From an optimization exercise on the open Yosys and OpenROAD flow, aimed at a short achievable clock period and few clock cycles; shortcuts taken in it are not production practice. Where RTL was checked, it was by simulation tests only, not by an equivalence proof against the original. Power and IR drop assume default switching activity.

==> run a <==
Design multicycle_core, start of the top module:
module multicycle_core #(
  parameter int                ADDR_W   = 32,
  parameter logic [ADDR_W-1:0] RESET_PC = '0
) (
  input  logic              clk,
  input  logic              rst,
  output logic              imem_req,
  output logic [ADDR_W-1:0] imem_addr,
  input  logic              imem_ready,
  input  logic [31:0]       imem_rdata,
  output logic              dmem_req,
  output logic              dmem_we,
  output logic [ADDR_W-1:0] dmem_addr,
  output logic [31:0]       dmem_wdata,
  input  logic              dmem_ready,
  input  logic [31:0]       dmem_rdata,
  output logic [ADDR_W-1:0] pc_out,
  output logic [31:0]       alu_result,
  output logic              retire,
  output logic              halted
);
  localparam bit SHIFT_EN = 1'b1;
  localparam int NB = 8;   
  logic [29:0] pc, rp;
  logic req_q, pend, stop_q;
  logic [NB-1:0] bt_v;
  localparam int TW = 14;   
  logic [TW-1:0] bt_pc [NB];
  logic [29:0] bt_tgt [NB];
  logic [2:0] bt_ptr;   
  logic bw_en;
  logic [29:0] bw_pc, bw_tgt;
  logic d_valid, d_btb, d_bthit, d_legal, d_ptaken, d_same, d_zcase, d_brx;
  logic [4:0] d_zr;
  logic d_zfa, d_zmb, d_rz, d_rk;
  logic [31:0] d_rs_oh, d_rt_oh;   
  logic [31:0] d_ir;
  logic [29:0] d_target;   
  logic [16:0] d_lo;
  logic [31:0] d_nimm;   
  logic [29:0] d_pc, d_pc4, d_btgt;
  logic e_valid, e_halt, e_rwe, e_load, e_store, e_br, e_beq, e_pred, e_btb, e_bad, e_brk, e_misp;
  logic [31:0] e_x;   
  logic [6:0] e_sel;
  logic [4:0] e_sh, e_wa;
  logic [31:0] e_a, e_b, e_st;
  logic e_stf;   
  logic [31:0] e_ao, e_bo;
  ...
==> flow/config.mk <==
export PLATFORM = sky130hd
export DESIGN_NAME = multicycle_core
export DESIGN_NICKNAME = multicycle_core
export VERILOG_FILES = /design/flow/design.v
export SDC_FILE = /design/flow/constraint.sdc
export NUM_CORES = 4
export LEC_CHECK = 0
export ABC_CLOCK_PERIOD_IN_PS = 2000
export CAP_MARGIN = 20
export CORE_MARGIN = 2
export CORE_UTILIZATION = 30
export PLACE_DENSITY = 0.45
export SETUP_SLACK_MARGIN = 3.0
export SLEW_MARGIN = 20
==> flow/constraint.sdc <==
create_clock -name core_clock -period 6.0 [get_ports {clk}]
set_input_delay 1.2000 -clock core_clock [delete_from_list [all_inputs] [get_ports {clk}]]
set_output_delay 1.2000 -clock core_clock [all_outputs]
set_load 0.01 [all_outputs]
run.sh (not shown) runs the stock make flow with config.mk's settings and CLKGATE_MAP_FILE= SYNTH_SCRIPT=/design/flow/synth_recipe.tcl, a recipe that flattens the netlist after the stock synthesis.
==> inputs of run b, as changes to run a <==
--- a/flow/design.v
+++ b/flow/design.v
@@ -20,16 +20,17 @@
   localparam int S_SLT = 4;
   localparam int S_SLL = 5;
   localparam int S_SRL = 6;
 endpackage
 import core_pkg::*;
 module core_alu (
   input  logic [31:0] a,
   input  logic [31:0] b,
+  input  logic [31:0] bn,
   input  logic [31:0] ao,
   input  logic [31:0] bo,
   input  logic [4:0]  shamt,
   output logic [223:0] r
 );
   function automatic logic [31:0] ks_add(input logic [31:0] x, input logic [31:0] z, input logic cin);
     logic [31:0] g, p, gg, pp, gn, pn;
     g = x & z;
@@ -45,17 +46,17 @@
         pn[i] = pp[i] & pp[i-d];
       end
       gg = gn;
       pp = pn;
     end
     ks_add = p ^ {gg[30:0], cin};
   endfunction
   logic [31:0] diff;
-  assign diff = ks_add(a, ~b, 1'b1);
+  assign diff = ks_add(a, bn, 1'b1);
   assign r[32*S_ADD +: 32] = ks_add(a, b, 1'b0);
   assign r[32*S_SUB +: 32] = diff;
   assign r[32*S_AND +: 32] = ao & bo;
   assign r[32*S_OR +: 32] = ao | bo;
   assign r[32*S_SLT +: 32] = {31'd0, (ao[31] ^ bo[31]) ? ao[31] : diff[31]};
   assign r[32*S_SLL +: 32] = bo << shamt;
   assign r[32*S_SRL +: 32] = bo >> shamt;
 endmodule
@@ -96,26 +97,23 @@
   logic [4:0] d_zr;
   logic d_zfa, d_zmb, d_rz, d_rk;
   logic [31:0] d_rs_oh, d_rt_oh;   
   logic [31:0] d_ir;
   logic [29:0] d_target;   
   logic [16:0] d_lo;
   logic [31:0] d_nimm;   
   logic [29:0] d_pc, d_pc4, d_btgt;
-  logic e_valid, e_halt, e_rwe, e_load, e_store, e_br, e_beq, e_pred, e_btb, e_bad, e_brk, e_misp;
-  logic [31:0] e_x;   
+  logic e_valid, e_halt, e_rwe, e_load, e_store, e_br, e_beq, e_pred, e_btb, e_bad, e_misp;
   logic [6:0] e_sel;
   logic [4:0] e_sh, e_wa;
-  logic [31:0] e_a, e_b, e_st;
-  logic e_stf;   
+  logic [31:0] e_a, e_b, e_bn, e_st;
   logic [31:0] e_ao, e_bo;
   logic [29:0] e_npc, e_altpc, e_pc, e_tgt, e_seq, e_pc4, e_btgt;
   logic e_dir, e_zk, e_zero;   
-  logic [31:0] e_zx;   
   logic m_valid, m_halt, m_req, m_we, m_load, m_rwe, m_mis, m_late;
   logic [4:0] m_wa;
   logic [31:0] m_res, m_wdata;
   logic [29:0] m_npc, m_redir, m_pc;
   logic [31:0] rf [1:31];
   logic [31:0] rz;   
   logic [31:0] rk;
   logic retire_q, halted_q;
@@ -132,25 +130,23 @@
   logic [223:0] alu_r;
   function automatic logic [31:0] pick(input logic [6:0] s, input logic [223:0] r,
                                        input logic de, input logic [31:0] d);
     pick = {32{de}} & d;
     for (int k = 0; k < 7; k++) pick = pick | ({32{s[k]}} & r[32*k +: 32]);
   endfunction
   logic eq, taken, mispred, mis_late, flush_e;
   logic [29:0] e_redir;
-  core_alu u_alu (.a(e_a), .b(e_b), .ao(e_ao), .bo(e_bo), .shamt(e_sh), .r(alu_r));
+  core_alu u_alu (.a(e_a), .b(e_b), .bn(e_bn), .ao(e_ao), .bo(e_bo), .shamt(e_sh), .r(alu_r));
   assign alu_y = pick(e_sel, alu_r, 1'b0, 32'd0);
   assign eq = e_ao == e_bo;
   assign taken = e_beq ? eq : !eq;
   assign e_npc = e_dir ? e_tgt : e_seq;
   assign e_altpc = e_dir ? e_pc4 : e_tgt;
   assign e_bad = e_btb && e_dir && e_btgt != e_tgt;
-  assign e_misp = e_brk && ((e_beq ? e_x == 32'd0 : e_x != 32'd0) != e_pred);
-  assign e_zero = e_zx == 32'd0;
   assign mis_late = e_valid && ((e_br && (taken != e_pred)) || (e_bad && !e_misp));
   assign mispred = (e_valid && e_misp) || mis_late;
   assign flush_e = e_valid && e_misp && !m_kill;
   assign e_redir = !e_misp && e_bad && (!e_br || taken) ? e_tgt : e_altpc;
   logic [5:0] op, fn;
   logic [4:0] rs, rt, rd, sh, wa;
   logic [31:0] simm, rs_val, rt_val, wb_data, b_val;
   logic [29:0] d_jt, d_seq;
@@ -235,18 +231,19 @@
   end
   assign dir = d_res ? (is_beq ? d_eq : !d_eq) : ptaken;
   assign lu_stall = e_valid && e_load && e_rwe && ((uses_rs && rs == e_wa) || (uses_rt && rt == e_wa));
   assign d_adv = d_valid && !m_kill && !flush_e && !lu_stall;
   assign d_redirect = d_valid && d_legal && (dir != d_btb) && !flush_e && !lu_stall;
   logic lu_rp;
   assign lu_rp = d_valid && lu_stall && !flush_e;
   assign d_halt = d_adv && !d_legal;
-  logic eqk;
+  logic eqk, eq_pre;
   assign eqk = !fa && !fb && !(wb_en && m_load && ((m_wa == rs && rs != 5'd0) || (m_wa == rt && rt != 5'd0)));
+  assign eq_pre = rs_val == rt_val;
   assign bt_ins = d_valid && d_legal && dir && !d_btb;
   logic [5:0] f_op, f_fn;
   logic f_r, f_shift, f_legal, f_ptaken;
   assign f_op = imem_rdata[31:26];
   assign f_fn = imem_rdata[5:0];
   assign f_r = f_op == OP_RTYPE;
   assign f_shift = f_fn == FN_SLL || f_fn == FN_SRL;
   assign f_legal = f_r ? (f_fn == FN_ADD || f_fn == FN_SUB || f_fn == FN_AND || f_fn == FN_OR || f_fn == FN_SLT || (SHIFT_EN && f_shift))
@@ -419,41 +416,40 @@
   always_ff @(posedge clk or negedge rst) begin
     if (!rst) begin
       e_valid <= 1'b0;
       e_halt <= 1'b0;
       e_rwe <= 1'b0;
       e_load <= 1'b0;
       e_store <= 1'b0;
       e_br <= 1'b0;
-      e_brk <= 1'b0;
+      e_misp <= 1'b0;
       e_btb <= 1'b0;
     end else begin
       e_valid <= d_adv;
       e_halt <= !legal;
       e_rwe <= d_adv && legal && rwe;
       e_load <= d_adv && legal && is_lw;
       e_store <= d_adv && legal && is_sw;
       e_br <= d_adv && legal && brx && !d_res && !eqk;
-      e_brk <= d_adv && legal && brx && !d_res && eqk;
+      e_misp <= d_adv && legal && brx && !d_res && eqk && ((is_beq ? eq_pre : !eq_pre) != ptaken);
       e_btb <= d_adv && legal && d_bthit && d_btb;
     end
   end
   always_ff @(posedge clk or negedge rst) begin
     if (!rst) begin
       e_beq <= 1'b0;
       e_pred <= 1'b0;
       e_sel <= '0;
       e_sh <= '0;
       e_wa <= '0;
       e_dir <= 1'b0;
       e_btgt <= '0;
       e_zk <= 1'b0;
-      e_zx <= '0;
-      e_x <= '0;
+      e_zero <= 1'b0;
       e_tgt <= '0;
       e_seq <= '0;
       e_pc4 <= '0;
       e_pc <= '0;
     end else begin
       e_beq <= is_beq;
       e_pred <= pred;
       e_sel[S_ADD] <= !is_r || fn == FN_ADD;
@@ -463,36 +459,35 @@
       e_sel[S_SLT] <= is_r && fn == FN_SLT;
       e_sel[S_SLL] <= is_r && fn == FN_SLL;
       e_sel[S_SRL] <= is_r && fn == FN_SRL;
       e_sh <= sh;
       e_wa <= wa;
       e_dir <= dir;
       e_btgt <= d_btgt;
       e_zk <= is_addi && !fa && !(wb_en && m_load && m_wa == rs && rs != 5'd0);
-      e_zx <= rs_val ^ d_nimm;
-      e_x <= rs_val ^ rt_val;
+      e_zero <= rs_val == d_nimm;
       e_tgt <= d_target;
       e_seq <= d_seq;
       e_pc4 <= d_pc4;
       e_pc <= d_pc;
     end
   end
   logic [6:0] sa, sb;
   logic ha, hb, mo;
   assign mo = !(is_r && (fn == FN_ADD || fn == FN_SUB));
   assign sa = fa ? e_sel : 7'd0;
   assign ha = !fa;
   assign sb = fb ? e_sel : 7'd0;
   assign hb = !fb;
   always_ff @(posedge clk) begin
     e_a <= pick(sa, alu_r, ha, rs_val);
     e_b <= pick(use_imm ? 7'd0 : sb, alu_r, use_imm || hb, use_imm ? simm : rt_val);
-    e_st <= rt_val;
-    e_stf <= fb;
+    e_bn <= ~pick(sb, alu_r, hb, rt_val);
+    e_st <= pick(sb, alu_r, hb, rt_val);
     e_ao <= pick(mo ? sa : 7'd0, alu_r, mo && ha, rs_val);
     e_bo <= pick(mo ? sb : 7'd0, alu_r, mo && hb, rt_val);
   end
   logic m_hold;
   assign m_hold = m_busy || (m_valid && m_halt);
   always_ff @(posedge clk or negedge rst) begin
     if (!rst) begin
       m_valid <= 1'b0;
@@ -518,17 +513,17 @@
       m_wdata <= '0;
       m_npc <= '0;
       m_redir <= '0;
       m_mis <= 1'b0;
       m_pc <= '0;
     end else if (!m_hold) begin
       m_load <= e_load;
       m_wa <= e_wa;
-      m_wdata <= e_stf ? m_res : e_st;
+      m_wdata <= e_st;
       m_npc <= e_npc;
       m_redir <= e_redir;
       m_mis <= mispred;
       m_pc <= e_pc;
     end
   end
   always_ff @(posedge clk or negedge rst) begin
     if (!rst) begin
- SETUP_SLACK_MARGIN: 3.0 -> 3.5
==> flow_summary.json <==
{
  "ir_worst_vdd_mv": 0.3395,
  "status": "timing/DRC/antenna clean",
  "synth_compound_area_share_pct": 19.98,
  "post-route-util_pct": 38.80,
  "via_count": 103100,
  "combinationalPower_uw": 8460,
  "p_leak_uw": 0.05931,
  "yosys-mux-area-fraction_pct": 5.333,
  "seq_area_frac_synth_pct": 53.95,
  "crit_buf_inv": 3,
  "initial_utilization_pct": 30.18,
  "path_depth": 14,
  "drt-total-wl_mm": 603.7,
  "relSlewSlack_pct": 20.86,
  "multiInputGateArea_um2": 53100,
  "fin_crit_sh_pct": 56.78,
  "r2r_slack_ps": 2590,
  "clock_buffers": 397
}
[end of results for run a]
==> flow_summary.json <==
{
  "status": "timing/DRC/antenna clean",
  "drt-total-wl_mm": 589.7,
  "combinationalPower_uw": 7180,
  "r2r_slack_ps": 2240,
  "drc": 0,
  "place_congestion": 0.9457,
  "wl_per_cell_um": 35.68,
  "synth_compound_area_share_pct": 18.55,
  "cts_tree": "done",
  "fin_crit_sh_pct": 62.69,
  "multiInputGateArea_um2": 52060,
  "crit_buf_inv": 2,
  "regMostFlops": "rf",
  "ir_worst_vdd_mv": 0.2643,
  "drt_iter0_markers": 16270,
  "post-route-util_pct": 40.42,
  "path_depth": 12,
  "use_met1_pct": 40.35,
  "relSlewSlack_pct": 25.72,
  "cts.sinks": 2369
}
[end of results for run b]
Testbench counts of run b, summed over its fixed seeds: cycles 32,375.
No functional check of the RTL was part of run a.

==> build 76: inputs <==
Another version of the RTL of multicycle_core (not shown whole).
clock: 6.0 ns
lec_check: 0
abc_clock_period_in_ps: 2000
cap_margin: 20
core_margin: 2
core_utilization: 30
place_density: 0.45
setup_slack_margin: 3.0
slew_margin: 20
==> build 52 (differences from build 76) <==
--- a/flow/design.v
+++ b/flow/design.v
@@ -26,11 +26,11 @@
   input  logic [31:0] a,
   input  logic [31:0] b,
   input  logic [31:0] bn,
   input  logic [31:0] ao,
   input  logic [31:0] bo,
-  input  logic [9:0]  shsel,   
+  input  logic [4:0]  shamt,
   output logic [223:0] r
 );
   function automatic logic [31:0] ks_add(input logic [31:0] x, input logic [31:0] z, input logic cin);
     logic [31:0] g, p, gg, pp, gn, pn;
     g = x & z;
@@ -55,24 +55,12 @@
   assign r[32*S_ADD +: 32] = ks_add(a, b, 1'b0);
   assign r[32*S_SUB +: 32] = diff;
   assign r[32*S_AND +: 32] = ao & bo;
   assign r[32*S_OR +: 32] = ao | bo;
   assign r[32*S_SLT +: 32] = {31'd0, (ao[31] ^ bo[31]) ? ao[31] : diff[31]};
-  function automatic logic [31:0] shl(input logic [31:0] x, input logic [9:0] s);
-    logic [31:0] y1, y2;
-    y1 = ({32{s[0]}} & x) | ({32{s[1]}} & (x << 1)) | ({32{s[2]}} & (x << 2)) | ({32{s[3]}} & (x << 3));
-    y2 = ({32{s[4]}} & y1) | ({32{s[5]}} & (y1 << 4)) | ({32{s[6]}} & (y1 << 8)) | ({32{s[7]}} & (y1 << 12));
-    shl = ({32{s[8]}} & y2) | ({32{s[9]}} & (y2 << 16));
-  endfunction
-  function automatic logic [31:0] shr(input logic [31:0] x, input logic [9:0] s);
-    logic [31:0] y1, y2;
-    y1 = ({32{s[0]}} & x) | ({32{s[1]}} & (x >> 1)) | ({32{s[2]}} & (x >> 2)) | ({32{s[3]}} & (x >> 3));
-    y2 = ({32{s[4]}} & y1) | ({32{s[5]}} & (y1 >> 4)) | ({32{s[6]}} & (y1 >> 8)) | ({32{s[7]}} & (y1 >> 12));
-    shr = ({32{s[8]}} & y2) | ({32{s[9]}} & (y2 >> 16));
-  endfunction
-  assign r[32*S_SLL +: 32] = shl(bo, shsel);
-  assign r[32*S_SRL +: 32] = shr(bo, shsel);
+  assign r[32*S_SLL +: 32] = bo << shamt;
+  assign r[32*S_SRL +: 32] = bo >> shamt;
 endmodule
 import core_pkg::*;
 module multicycle_core #(
   parameter int                ADDR_W   = 32,
   parameter logic [ADDR_W-1:0] RESET_PC = '0
@@ -112,20 +100,17 @@
   logic [31:0] d_ir;
   logic [29:0] d_target;   
   logic [16:0] d_lo;
   logic [31:0] d_nimm;   
   logic [29:0] d_pc, d_pc4, d_btgt;
-  logic e_valid, e_halt, e_rwe, e_load, e_store, e_br, e_beq, e_pred, e_btb, e_bad, e_brk, e_misp;
-  logic [31:0] e_x;   
+  logic e_valid, e_halt, e_rwe, e_load, e_store, e_br, e_beq, e_pred, e_btb, e_bad, e_misp;
   logic [6:0] e_sel;
-  logic [4:0] e_wa;
-  logic [9:0] e_sh;   
+  logic [4:0] e_sh, e_wa;
   logic [31:0] e_a, e_b, e_bn, e_st;
   logic [31:0] e_ao, e_bo;
   logic [29:0] e_npc, e_altpc, e_pc, e_tgt, e_seq, e_pc4, e_btgt;
   logic e_dir, e_zk, e_zero;   
-  logic [31:0] e_zx;   
   logic m_valid, m_halt, m_req, m_we, m_load, m_rwe, m_mis, m_late;
   logic [4:0] m_wa;
   logic [31:0] m_res, m_wdata;
   logic [29:0] m_npc, m_redir, m_pc;
   logic [31:0] rf [1:31];
@@ -148,19 +133,17 @@
     pick = {32{de}} & d;
     for (int k = 0; k < 7; k++) pick = pick | ({32{s[k]}} & r[32*k +: 32]);
   endfunction
   logic eq, taken, mispred, mis_late, flush_e;
   logic [29:0] e_redir;
-  core_alu u_alu (.a(e_a), .b(e_b), .bn(e_bn), .ao(e_ao), .bo(e_bo), .shsel(e_sh), .r(alu_r));
+  core_alu u_alu (.a(e_a), .b(e_b), .bn(e_bn), .ao(e_ao), .bo(e_bo), .shamt(e_sh), .r(alu_r));
   assign alu_y = pick(e_sel, alu_r, 1'b0, 32'd0);
   assign eq = e_ao == e_bo;
   assign taken = e_beq ? eq : !eq;
   assign e_npc = e_dir ? e_tgt : e_seq;
   assign e_altpc = e_dir ? e_pc4 : e_tgt;
   assign e_bad = e_btb && e_dir && e_btgt != e_tgt;
-  assign e_misp = e_brk && ((e_beq ? e_x == 32'd0 : e_x != 32'd0) != e_pred);
-  assign e_zero = e_zx == 32'd0;
   assign mis_late = e_valid && ((e_br && (taken != e_pred)) || (e_bad && !e_misp));
   assign mispred = (e_valid && e_misp) || mis_late;
   assign flush_e = e_valid && e_misp && !m_kill;
   assign e_redir = !e_misp && e_bad && (!e_br || taken) ? e_tgt : e_altpc;
   logic [5:0] op, fn;
@@ -252,12 +235,13 @@
   assign dir = d_res ? (is_beq ? d_eq : !d_eq) : ptaken;
   assign lu_stall = e_valid && e_load && e_rwe && ((uses_rs && rs == e_wa) || (uses_rt && rt == e_wa));
   assign d_adv = d_valid && !m_kill && !flush_e && !lu_stall;
   assign d_redirect = d_valid && d_legal && (dir != d_btb) && !flush_e;
   assign d_halt = d_adv && !d_legal;
-  logic eqk;
+  logic eqk, eq_pre;
   assign eqk = !fa && !fb && !(wb_en && m_load && ((m_wa == rs && rs != 5'd0) || (m_wa == rt && rt != 5'd0)));
+  assign eq_pre = rs_val == rt_val;
   assign bt_ins = d_valid && d_legal && dir && !d_btb;
   logic [5:0] f_op, f_fn;
   logic f_r, f_shift, f_legal, f_ptaken;
   assign f_op = imem_rdata[31:26];
   assign f_fn = imem_rdata[5:0];
@@ -427,20 +411,20 @@
       e_halt <= 1'b0;
       e_rwe <= 1'b0;
       e_load <= 1'b0;
       e_store <= 1'b0;
       e_br <= 1'b0;
-      e_brk <= 1'b0;
+      e_misp <= 1'b0;
       e_btb <= 1'b0;
     end else begin
       e_valid <= d_adv;
       e_halt <= !legal;
       e_rwe <= d_adv && legal && rwe;
       e_load <= d_adv && legal && is_lw;
       e_store <= d_adv && legal && is_sw;
       e_br <= d_adv && legal && brx && !d_res && !eqk;
-      e_brk <= d_adv && legal && brx && !d_res && eqk;
+      e_misp <= d_adv && legal && brx && !d_res && eqk && ((is_beq ? eq_pre : !eq_pre) != ptaken);
       e_btb <= d_adv && legal && d_bthit && d_btb;
     end
   end
   always_ff @(posedge clk or negedge rst) begin
     if (!rst) begin
@@ -450,12 +434,11 @@
       e_sh <= '0;
       e_wa <= '0;
       e_dir <= 1'b0;
       e_btgt <= '0;
       e_zk <= 1'b0;
-      e_zx <= '0;
-      e_x <= '0;
+      e_zero <= 1'b0;
       e_tgt <= '0;
       e_seq <= '0;
       e_pc4 <= '0;
       e_pc <= '0;
     end else begin
@@ -466,17 +449,16 @@
       e_sel[S_AND] <= is_r && fn == FN_AND;
       e_sel[S_OR]  <= is_r && fn == FN_OR;
       e_sel[S_SLT] <= is_r && fn == FN_SLT;
       e_sel[S_SLL] <= is_r && fn == FN_SLL;
       e_sel[S_SRL] <= is_r && fn == FN_SRL;
-      e_sh <= {sh[4], !sh[4], 4'd1 << sh[3:2], 4'd1 << sh[1:0]};
+      e_sh <= sh;
       e_wa <= wa;
       e_dir <= dir;
       e_btgt <= d_btgt;
       e_zk <= is_addi && !fa && !(wb_en && m_load && m_wa == rs && rs != 5'd0);
-      e_zx <= rs_val ^ d_nimm;
-      e_x <= rs_val ^ rt_val;
+      e_zero <= rs_val == d_nimm;
       e_tgt <= d_target;
       e_seq <= d_seq;
       e_pc4 <= d_pc4;
       e_pc <= d_pc;
     end
Settings changed: SETUP_SLACK_MARGIN 3.0 to 3.5.
==> build 40 (differences from build 76) <==
--- a/flow/design.v
+++ b/flow/design.v
@@ -26,11 +26,11 @@
   input  logic [31:0] a,
   input  logic [31:0] b,
   input  logic [31:0] bn,
   input  logic [31:0] ao,
   input  logic [31:0] bo,
-  input  logic [9:0]  shsel,   
+  input  logic [4:0]  shamt,
   output logic [223:0] r
 );
   function automatic logic [31:0] ks_add(input logic [31:0] x, input logic [31:0] z, input logic cin);
     logic [31:0] g, p, gg, pp, gn, pn;
     g = x & z;
@@ -55,24 +55,12 @@
   assign r[32*S_ADD +: 32] = ks_add(a, b, 1'b0);
   assign r[32*S_SUB +: 32] = diff;
   assign r[32*S_AND +: 32] = ao & bo;
   assign r[32*S_OR +: 32] = ao | bo;
   assign r[32*S_SLT +: 32] = {31'd0, (ao[31] ^ bo[31]) ? ao[31] : diff[31]};
-  function automatic logic [31:0] shl(input logic [31:0] x, input logic [9:0] s);
-    logic [31:0] y1, y2;
-    y1 = ({32{s[0]}} & x) | ({32{s[1]}} & (x << 1)) | ({32{s[2]}} & (x << 2)) | ({32{s[3]}} & (x << 3));
-    y2 = ({32{s[4]}} & y1) | ({32{s[5]}} & (y1 << 4)) | ({32{s[6]}} & (y1 << 8)) | ({32{s[7]}} & (y1 << 12));
-    shl = ({32{s[8]}} & y2) | ({32{s[9]}} & (y2 << 16));
-  endfunction
-  function automatic logic [31:0] shr(input logic [31:0] x, input logic [9:0] s);
-    logic [31:0] y1, y2;
-    y1 = ({32{s[0]}} & x) | ({32{s[1]}} & (x >> 1)) | ({32{s[2]}} & (x >> 2)) | ({32{s[3]}} & (x >> 3));
-    y2 = ({32{s[4]}} & y1) | ({32{s[5]}} & (y1 >> 4)) | ({32{s[6]}} & (y1 >> 8)) | ({32{s[7]}} & (y1 >> 12));
-    shr = ({32{s[8]}} & y2) | ({32{s[9]}} & (y2 >> 16));
-  endfunction
-  assign r[32*S_SLL +: 32] = shl(bo, shsel);
-  assign r[32*S_SRL +: 32] = shr(bo, shsel);
+  assign r[32*S_SLL +: 32] = bo << shamt;
+  assign r[32*S_SRL +: 32] = bo >> shamt;
 endmodule
 import core_pkg::*;
 module multicycle_core #(
   parameter int                ADDR_W   = 32,
   parameter logic [ADDR_W-1:0] RESET_PC = '0
@@ -112,20 +100,17 @@
   logic [31:0] d_ir;
   logic [29:0] d_target;   
   logic [16:0] d_lo;
   logic [31:0] d_nimm;   
   logic [29:0] d_pc, d_pc4, d_btgt;
-  logic e_valid, e_halt, e_rwe, e_load, e_store, e_br, e_beq, e_pred, e_btb, e_bad, e_brk, e_misp;
-  logic [31:0] e_x;   
+  logic e_valid, e_halt, e_rwe, e_load, e_store, e_br, e_beq, e_pred, e_btb, e_bad, e_misp;
   logic [6:0] e_sel;
-  logic [4:0] e_wa;
-  logic [9:0] e_sh;   
+  logic [4:0] e_sh, e_wa;
   logic [31:0] e_a, e_b, e_bn, e_st;
   logic [31:0] e_ao, e_bo;
   logic [29:0] e_npc, e_altpc, e_pc, e_tgt, e_seq, e_pc4, e_btgt;
   logic e_dir, e_zk, e_zero;   
-  logic [31:0] e_zx;   
   logic m_valid, m_halt, m_req, m_we, m_load, m_rwe, m_mis, m_late;
   logic [4:0] m_wa;
   logic [31:0] m_res, m_wdata;
   logic [29:0] m_npc, m_redir, m_pc;
   logic [31:0] rf [1:31];
@@ -148,19 +133,17 @@
     pick = {32{de}} & d;
     for (int k = 0; k < 7; k++) pick = pick | ({32{s[k]}} & r[32*k +: 32]);
   endfunction
   logic eq, taken, mispred, mis_late, flush_e;
   logic [29:0] e_redir;
-  core_alu u_alu (.a(e_a), .b(e_b), .bn(e_bn), .ao(e_ao), .bo(e_bo), .shsel(e_sh), .r(alu_r));
+  core_alu u_alu (.a(e_a), .b(e_b), .bn(e_bn), .ao(e_ao), .bo(e_bo), .shamt(e_sh), .r(alu_r));
   assign alu_y = pick(e_sel, alu_r, 1'b0, 32'd0);
   assign eq = e_ao == e_bo;
   assign taken = e_beq ? eq : !eq;
   assign e_npc = e_dir ? e_tgt : e_seq;
   assign e_altpc = e_dir ? e_pc4 : e_tgt;
   assign e_bad = e_btb && e_dir && e_btgt != e_tgt;
-  assign e_misp = e_brk && ((e_beq ? e_x == 32'd0 : e_x != 32'd0) != e_pred);
-  assign e_zero = e_zx == 32'd0;
   assign mis_late = e_valid && ((e_br && (taken != e_pred)) || (e_bad && !e_misp));
   assign mispred = (e_valid && e_misp) || mis_late;
   assign flush_e = e_valid && e_misp && !m_kill;
   assign e_redir = !e_misp && e_bad && (!e_br || taken) ? e_tgt : e_altpc;
   logic [5:0] op, fn;
@@ -252,12 +235,13 @@
   assign dir = d_res ? (is_beq ? d_eq : !d_eq) : ptaken;
   assign lu_stall = e_valid && e_load && e_rwe && ((uses_rs && rs == e_wa) || (uses_rt && rt == e_wa));
   assign d_adv = d_valid && !m_kill && !flush_e && !lu_stall;
   assign d_redirect = d_valid && d_legal && (dir != d_btb) && !flush_e;
   assign d_halt = d_adv && !d_legal;
-  logic eqk;
+  logic eqk, eq_pre;
   assign eqk = !fa && !fb && !(wb_en && m_load && ((m_wa == rs && rs != 5'd0) || (m_wa == rt && rt != 5'd0)));
+  assign eq_pre = rs_val == rt_val;
   assign bt_ins = d_valid && d_legal && dir && !d_btb;
   logic [5:0] f_op, f_fn;
   logic f_r, f_shift, f_legal, f_ptaken;
   assign f_op = imem_rdata[31:26];
   assign f_fn = imem_rdata[5:0];
@@ -427,20 +411,20 @@
       e_halt <= 1'b0;
       e_rwe <= 1'b0;
       e_load <= 1'b0;
       e_store <= 1'b0;
       e_br <= 1'b0;
-      e_brk <= 1'b0;
+      e_misp <= 1'b0;
       e_btb <= 1'b0;
     end else begin
       e_valid <= d_adv;
       e_halt <= !legal;
       e_rwe <= d_adv && legal && rwe;
       e_load <= d_adv && legal && is_lw;
       e_store <= d_adv && legal && is_sw;
       e_br <= d_adv && legal && brx && !d_res && !eqk;
-      e_brk <= d_adv && legal && brx && !d_res && eqk;
+      e_misp <= d_adv && legal && brx && !d_res && eqk && ((is_beq ? eq_pre : !eq_pre) != ptaken);
       e_btb <= d_adv && legal && d_bthit && d_btb;
     end
   end
   always_ff @(posedge clk or negedge rst) begin
     if (!rst) begin
@@ -450,12 +434,11 @@
       e_sh <= '0;
       e_wa <= '0;
       e_dir <= 1'b0;
       e_btgt <= '0;
       e_zk <= 1'b0;
-      e_zx <= '0;
-      e_x <= '0;
+      e_zero <= 1'b0;
       e_tgt <= '0;
       e_seq <= '0;
       e_pc4 <= '0;
       e_pc <= '0;
     end else begin
@@ -466,17 +449,16 @@
       e_sel[S_AND] <= is_r && fn == FN_AND;
       e_sel[S_OR]  <= is_r && fn == FN_OR;
       e_sel[S_SLT] <= is_r && fn == FN_SLT;
       e_sel[S_SLL] <= is_r && fn == FN_SLL;
       e_sel[S_SRL] <= is_r && fn == FN_SRL;
-      e_sh <= {sh[4], !sh[4], 4'd1 << sh[3:2], 4'd1 << sh[1:0]};
+      e_sh <= sh;
       e_wa <= wa;
       e_dir <= dir;
       e_btgt <= d_btgt;
       e_zk <= is_addi && !fa && !(wb_en && m_load && m_wa == rs && rs != 5'd0);
-      e_zx <= rs_val ^ d_nimm;
-      e_x <= rs_val ^ rt_val;
+      e_zero <= rs_val == d_nimm;
       e_tgt <= d_target;
       e_seq <= d_seq;
       e_pc4 <= d_pc4;
       e_pc <= d_pc;
     end
Settings changed: SETUP_SLACK_MARGIN 3.0 to 2.7.
==> trial 42 (differences from build 76) <==
--- a/flow/design.v
+++ b/flow/design.v
@@ -112,20 +112,18 @@
   logic [31:0] d_ir;
   logic [29:0] d_target;   
   logic [16:0] d_lo;
   logic [31:0] d_nimm;   
   logic [29:0] d_pc, d_pc4, d_btgt;
-  logic e_valid, e_halt, e_rwe, e_load, e_store, e_br, e_beq, e_pred, e_btb, e_bad, e_brk, e_misp;
-  logic [31:0] e_x;   
+  logic e_valid, e_halt, e_rwe, e_load, e_store, e_br, e_beq, e_pred, e_btb, e_bad, e_misp;
   logic [6:0] e_sel;
   logic [4:0] e_wa;
   logic [9:0] e_sh;   
   logic [31:0] e_a, e_b, e_bn, e_st;
   logic [31:0] e_ao, e_bo;
   logic [29:0] e_npc, e_altpc, e_pc, e_tgt, e_seq, e_pc4, e_btgt;
   logic e_dir, e_zk, e_zero;   
-  logic [31:0] e_zx;   
   logic m_valid, m_halt, m_req, m_we, m_load, m_rwe, m_mis, m_late;
   logic [4:0] m_wa;
   logic [31:0] m_res, m_wdata;
   logic [29:0] m_npc, m_redir, m_pc;
   logic [31:0] rf [1:31];
@@ -155,12 +153,10 @@
   assign eq = e_ao == e_bo;
   assign taken = e_beq ? eq : !eq;
   assign e_npc = e_dir ? e_tgt : e_seq;
   assign e_altpc = e_dir ? e_pc4 : e_tgt;
   assign e_bad = e_btb && e_dir && e_btgt != e_tgt;
-  assign e_misp = e_brk && ((e_beq ? e_x == 32'd0 : e_x != 32'd0) != e_pred);
-  assign e_zero = e_zx == 32'd0;
   assign mis_late = e_valid && ((e_br && (taken != e_pred)) || (e_bad && !e_misp));
   assign mispred = (e_valid && e_misp) || mis_late;
   assign flush_e = e_valid && e_misp && !m_kill;
   assign e_redir = !e_misp && e_bad && (!e_br || taken) ? e_tgt : e_altpc;
   logic [5:0] op, fn;
@@ -252,12 +248,13 @@
   assign dir = d_res ? (is_beq ? d_eq : !d_eq) : ptaken;
   assign lu_stall = e_valid && e_load && e_rwe && ((uses_rs && rs == e_wa) || (uses_rt && rt == e_wa));
   assign d_adv = d_valid && !m_kill && !flush_e && !lu_stall;
   assign d_redirect = d_valid && d_legal && (dir != d_btb) && !flush_e;
   assign d_halt = d_adv && !d_legal;
-  logic eqk;
+  logic eqk, eq_pre;
   assign eqk = !fa && !fb && !(wb_en && m_load && ((m_wa == rs && rs != 5'd0) || (m_wa == rt && rt != 5'd0)));
+  assign eq_pre = rs_val == rt_val;
   assign bt_ins = d_valid && d_legal && dir && !d_btb;
   logic [5:0] f_op, f_fn;
   logic f_r, f_shift, f_legal, f_ptaken;
   assign f_op = imem_rdata[31:26];
   assign f_fn = imem_rdata[5:0];
@@ -427,20 +424,20 @@
       e_halt <= 1'b0;
       e_rwe <= 1'b0;
       e_load <= 1'b0;
       e_store <= 1'b0;
       e_br <= 1'b0;
-      e_brk <= 1'b0;
+      e_misp <= 1'b0;
       e_btb <= 1'b0;
     end else begin
       e_valid <= d_adv;
       e_halt <= !legal;
       e_rwe <= d_adv && legal && rwe;
       e_load <= d_adv && legal && is_lw;
       e_store <= d_adv && legal && is_sw;
       e_br <= d_adv && legal && brx && !d_res && !eqk;
-      e_brk <= d_adv && legal && brx && !d_res && eqk;
+      e_misp <= d_adv && legal && brx && !d_res && eqk && ((is_beq ? eq_pre : !eq_pre) != ptaken);
       e_btb <= d_adv && legal && d_bthit && d_btb;
     end
   end
   always_ff @(posedge clk or negedge rst) begin
     if (!rst) begin
@@ -450,12 +447,11 @@
       e_sh <= '0;
       e_wa <= '0;
       e_dir <= 1'b0;
       e_btgt <= '0;
       e_zk <= 1'b0;
-      e_zx <= '0;
-      e_x <= '0;
+      e_zero <= 1'b0;
       e_tgt <= '0;
       e_seq <= '0;
       e_pc4 <= '0;
       e_pc <= '0;
     end else begin
@@ -471,12 +467,11 @@
       e_sh <= {sh[4], !sh[4], 4'd1 << sh[3:2], 4'd1 << sh[1:0]};
       e_wa <= wa;
       e_dir <= dir;
       e_btgt <= d_btgt;
       e_zk <= is_addi && !fa && !(wb_en && m_load && m_wa == rs && rs != 5'd0);
-      e_zx <= rs_val ^ d_nimm;
-      e_x <= rs_val ^ rt_val;
+      e_zero <= rs_val == d_nimm;
       e_tgt <= d_target;
       e_seq <= d_seq;
       e_pc4 <= d_pc4;
       e_pc <= d_pc;
     end
Settings changed: SETUP_SLACK_MARGIN 3.0 to 3.2.
==> metrics.csv <==
metric,value,unit
met2 usage,0.471,
Seq. pwr,19500,µW
TAP cells,4994,
1st-iter DRT viols,18000,
fmax,280,MHz
Plain + repair buffers,1382,
crit share post-route,0.595,
status,timing/DRC/antenna clean,
Via density,6.21,
vias in the first global route,102000,
final instance area,148000,µm²
slew at the pin closest to its max-slew limit,1290,ps
[end of results for trial 42]
==> metrics.csv <==
metric,value,unit
Total GRT Usage,0.298,
1st-iter DRT viols,15500,
vias in the first global route,98000,
Netlist cell types,101,
crit share post-route,0.587,
TAP cells,4994,
Initial Util,0.301,
Plain + repair buffers,1184,
status,timing/DRC/antenna clean,
met2 usage,0.443,
fmax,284,MHz
Most Frequent Cell on Critical Path,nor4_4,
final instance area,145000,µm²
Seq. pwr,20500,µW
[end of results for build 76]
==> metrics.csv <==
metric,value,unit
status,timing/DRC/antenna clean,
TAP cells,4972,
met3 routed WL,64600,µm
Post-Synth Simple-Gate Area,0.131,
vias in the first global route,96000,
1st-iter DRT viols,15800,
CTS Buf Count,284,
Seq. pwr,20100,µW
slew at the pin closest to its max-slew limit,1200,ps
fmax,275,MHz
met2 usage,0.440,
Via density,6.11,
crit share post-route,0.606,
gr ovfl total,0,
number of inserted diodes,27,
post-synthesis adder-cell area fraction,0.0181,
[end of results for build 40]
==> metrics.csv <==
metric,value,unit
Top Registers,"rf: 992 flops, bt_tgt: 240 flops, bt_pc: 112 flops",
vias in the first global route,101000,
1st-iter DRT viols,16000,
slew at the pin closest to its max-slew limit,1110,ps
fmax,294,MHz
final instance area,155000,µm²
status,timing/DRC/antenna clean,
crit share post-route,0.568,
met2 usage,0.463,
Via density,6.18,
Seq. pwr,20100,µW
HP Class,in2async,
Plain + repair buffers,1688,
[end of results for build 52]
Testbench counts of build 76, summed over its fixed seeds: cycles 32,312.
Testbench counts of build 52, summed over its fixed seeds: cycles 32,312.
Testbench counts of build 40, summed over its fixed seeds: cycles 32,312.
Testbench counts of trial 42, summed over its fixed seeds: cycles 32,312.

-- separate check: timing with driven ports --
The flow's constraints put no driver on any port. The routed layouts listed below were extracted and timed again, unchanged, in two steps. Step 1: set_driving_cell puts a clkbuf_16 on clk and a buf_2 on each other input, an assumption about the parent block. Step 2, shift: input delay + t, output delay - t, t = (earliest + latest rising clock arrival at the registers) / 2. This alone moves slack from input paths to output paths. Three values: no drivers, after step 1, after step 2; two values: the first two.
run | t (ns) | setup WS [ns] | worst hold slack (ns) | worst setup path after step 2
run a | 1.014 | 2.593 / 2.593 / 1.816 | 0.140 / 0.130 / 0.346 | input to register
run b | 1.009 | 2.239 / 2.239 / 1.553 | 0.301 / 0.337 / 0.337 | input to register
build 76 | 1.016 | 2.475 / 2.475 / 1.870 | 0.236 / 0.269 / 0.374 | input to register
build 52 | 1.046 | 2.595 / 2.595 / 1.962 | 0.213 / 0.202 / 0.367 | input to register
build 40 | 1.016 | 2.364 / 2.364 / 1.467 | 0.174 / 0.154 / 0.370 | input to register
trial 42 | 1.036 | 2.431 / 2.431 / 1.474 | 0.112 / 0.073 / 0.369 | input to register
After both steps every run listed still meets setup and hold. The setup slack of trial 42, which loses most, moves by 0.000 ns with the drivers and by -0.957 ns with both steps.
